Context: an optimization exercise on an open-source flow, tuned for small area. The choices shown serve that exercise and are no tape-out recipe. Only simulation tests tie the RTL to the original design; equivalence was not proved. The flow treats the clock pin as an ideal source. Dropping or thinning the clock tree relies on that and would not hold on a real chip. Power is estimated from default activity; no workload was simulated.

## armMulticycle
module armMulticycle (
    input  logic        clk,
    input  logic        reset,
    input  logic [31:0] readData,
    output logic [31:0] adr,
    output logic [31:0] writeData,
    output logic        memWrite
);
==> flow/config.mk <==
export PLATFORM = sky130hd
export DESIGN_NAME = armMulticycle
export DESIGN_NICKNAME = armMulticycle
export VERILOG_FILES = /design/flow/design.v
export SDC_FILE = /design/flow/constraint.sdc
export NUM_CORES = 4
export LEC_CHECK = 0
export ABC_AREA = 1
export CAP_MARGIN = 20
export CORE_MARGIN = 2
export CORE_UTILIZATION = 40
export SLEW_MARGIN = 20
==> flow/constraint.sdc <==
create_clock -name core_clock -period 8.0 [get_ports {clk}]
set_input_delay 1.6000 -clock core_clock [delete_from_list [all_inputs] [get_ports {clk}]]
set_output_delay 1.6000 -clock core_clock [all_outputs]
set_load 0.01 [all_outputs]
standard.sh (not shown) runs the stock make flow with config.mk's settings and CLKGATE_MAP_FILE= SYNTH_SCRIPT=/design/flow/synth_recipe.tcl, a recipe that flattens the netlist after the stock synthesis.
==> flow/flow/run.sh <==
#!/bin/bash
# ORFS layout with an area-oriented ABC mapping script, light port buffers
# and a two-level clock tree of its own (flow/cts.tcl in place of ORFS's
# cts.tcl). Each tool's output goes to a log in this folder.
set -euo pipefail
W=$PWD
rm -rf "$W/orfs_scripts"
cp -r "$FLOW_HOME/scripts" "$W/orfs_scripts"
cp "$W/flow/abc_area.script" "$W/orfs_scripts/abc_area.script"
cp "$W/flow/cts.tcl" "$W/orfs_scripts/cts.tcl"
export BUFFER_PORTS_ARGS="-buffer_cell sky130_fd_sc_hd__buf_1"
bash standard.sh SCRIPTS_DIR="$W/orfs_scripts" synth > "$W/synth.log" 2>&1
bash standard.sh SCRIPTS_DIR="$W/orfs_scripts" > "$W/orfs_flow.log" 2>&1
==> flow/flow/cts.tcl <==
# Clock tree stage: a two-level tree built directly instead of TritonCTS.
# The flip-flops are split into compact groups of at most CTS_GROUP_SIZE
# (columns by x, then rows by y); each group gets one leaf clock buffer at
# its centre, and one root buffer drives all the leaves from the clock port.
# Then the usual post-CTS legalisation and timing repair.
utl::set_metrics_stage "cts__{}"
source $::env(SCRIPTS_DIR)/load.tcl
erase_non_stage_variables cts
load_design 3_place.odb 3_place.sdc
source_step_tcl PRE CTS

set_dont_use $::env(DONT_USE_CELLS)

set group_size 33
if { [info exists ::env(CTS_GROUP_SIZE)] } {
  set group_size $::env(CTS_GROUP_SIZE)
}
set buf_name sky130_fd_sc_hd__clkbuf_16

set db [ord::get_db]
set block [ord::get_db_block]
set master [$db findMaster $buf_name]
set clk_port [lindex [$block getBTerms] 0]
foreach bt [$block getBTerms] {
  if { [$bt getName] == "clk" } { set clk_port $bt }
}
set clk_net [$clk_port getNet]

# Sinks: every clock pin on the clock net
set sinks {}
foreach it [$clk_net getITerms] {
  set inst [$it getInst]
  set bb [$inst getBBox]
  set x [expr { ([$bb xMin] + [$bb xMax]) / 2 }]
  set y [expr { ([$bb yMin] + [$bb yMax]) / 2 }]
  lappend sinks [list $x $y $it]
}
set n [llength $sinks]
set k [expr { ($n + $group_size - 1) / $group_size }]
set cols [expr { int(sqrt($k) + 0.5) }]
if { $cols < 1 } { set cols 1 }
puts "Clock tree: $n sinks, $k groups in $cols columns"

# Groups per column, as even as possible
set per_col {}
for { set c 0 } { $c < $cols } { incr c } {
  lappend per_col [expr { $k / $cols + ($c < $k % $cols ? 1 : 0) }]
}

set by_x [lsort -integer -index 0 $sinks]
set groups {}
set start 0
for { set c 0 } { $c < $cols } { incr c } {
  set kc [lindex $per_col $c]
  # sinks in this column, proportional to its number of groups
  if { $c == $cols - 1 } {
    set cnt [expr { $n - $start }]
  } else {
    set cnt [expr { ($n * $kc + $k - 1) / $k }]
    if { $start + $cnt > $n } { set cnt [expr { $n - $start }] }
  }
  set col [lsort -integer -index 1 [lrange $by_x $start [expr { $start + $cnt - 1 }]]]
  set start [expr { $start + $cnt }]
  set s 0
  for { set g 0 } { $g < $kc } { incr g } {
    set m [expr { ($cnt - $s) / ($kc - $g) + (($cnt - $s) % ($kc - $g) ? 1 : 0) }]
    lappend groups [lrange $col $s [expr { $s + $m - 1 }]]
    set s [expr { $s + $m }]
  }
}

# Root buffer at the centre of the sinks, driven by the clock port
set sx 0
set sy 0
foreach s $sinks {
  set sx [expr { $sx + [lindex $s 0] }]
  set sy [expr { $sy + [lindex $s 1] }]
}
set root [odb::dbInst_create $block [$db findMaster sky130_fd_sc_hd__clkbuf_8] "clkbuf_root"]
$root setLocation [expr { $sx / $n }] [expr { $sy / $n }]
$root setPlacementStatus PLACED
set root_net [odb::dbNet_create $block "clknet_root"]
$root_net setSigType CLOCK
[$root findITerm A] connect $clk_net
[$root findITerm X] connect $root_net

set i 0
foreach grp $groups {
  if { [llength $grp] == 0 } { continue }
  set gx 0
  set gy 0
  foreach s $grp {
    set gx [expr { $gx + [lindex $s 0] }]
    set gy [expr { $gy + [lindex $s 1] }]
  }
  set gn [llength $grp]
  set leaf [odb::dbInst_create $block $master "clkbuf_leaf_$i"]
  $leaf setLocation [expr { $gx / $gn }] [expr { $gy / $gn }]
  $leaf setPlacementStatus PLACED
  set leaf_net [odb::dbNet_create $block "clknet_leaf_$i"]
  $leaf_net setSigType CLOCK
  [$leaf findITerm A] connect $root_net
  [$leaf findITerm X] connect $leaf_net
  foreach s $grp {
    set it [lindex $s 2]
    $it disconnect
    $it connect $leaf_net
  }
  incr i
}
puts "Clock tree: $i leaf buffers"

set_propagated_clock [all_clocks]

set_placement_padding -global \
  -left $::env(CELL_PAD_IN_SITES_DETAIL_PLACEMENT) \
  -right $::env(CELL_PAD_IN_SITES_DETAIL_PLACEMENT)
detailed_placement
estimate_parasitics -placement

repair_timing_helper
detailed_placement
check_placement -verbose

report_metrics 4 "cts final"

source_step_tcl POST CTS

orfs_write_db $::env(RESULTS_DIR)/4_1_cts.odb
orfs_write_sdc $::env(RESULTS_DIR)/4_cts.sdc
Other scripts of this flow, unchanged in this note and not shown: flow/flow/abc_area.script
The first run went through all stages and came out clean.
==> next run, changes <==
--- a/flow/flow/cts.tcl
+++ b/flow/flow/cts.tcl
@@ -13,3 +13,3 @@
 
-set group_size 33
+set group_size 31
 if { [info exists ::env(CTS_GROUP_SIZE)] } {
@@ -78,3 +78,3 @@
 }
-set root [odb::dbInst_create $block [$db findMaster sky130_fd_sc_hd__clkbuf_8] "clkbuf_root"]
+set root [odb::dbInst_create $block $master "clkbuf_root"]
 $root setLocation [expr { $sx / $n }] [expr { $sy / $n }]
After rerunning: Clock skew drops by 8.5 ps. Total power climbs by 0.53%. Routed wire length drops by 0.37%. Core utilization hardly moves. Setup slack is worse by 190 ps. Global-route usage hardly moves.
No run of this note takes its clock network from TritonCTS; it comes from the design's own scripts or RTL.

## afterwards: timing with drivers on the ports
How much do the figures lean on ideal ports? The routed layouts below were timed once more, with nothing changed but the port constraints.
Step 1 sets driving cells, clkbuf_16 on the clock port and buf_2 on the other inputs (assumed; they add their load-dependent delay and slew).
Step 2 adds t to the input delays and takes it off the output delays; t is the mean of the earliest and latest rising clock arrival at the registers after step 1. Input paths then give back, and output paths get back, about the clock's delay inside the block.
a / b / c = ideal ports / drivers / drivers and shift; a / b = the first two.
run | shift t [ns] | setup slack, ns | hold WS [ns]
the first run | 0.743 | 2.251 / 2.271 / 1.528 | 0.324 / 0.324 / 0.324
the second run | 0.588 | 2.064 / 2.083 / 1.495 | 0.323 / 0.323 / 0.323
After both steps every run listed still meets setup and hold. For the first run, which loses most, drivers alone change the setup slack by +0.020 ns; drivers and shift together by -0.723 ns.
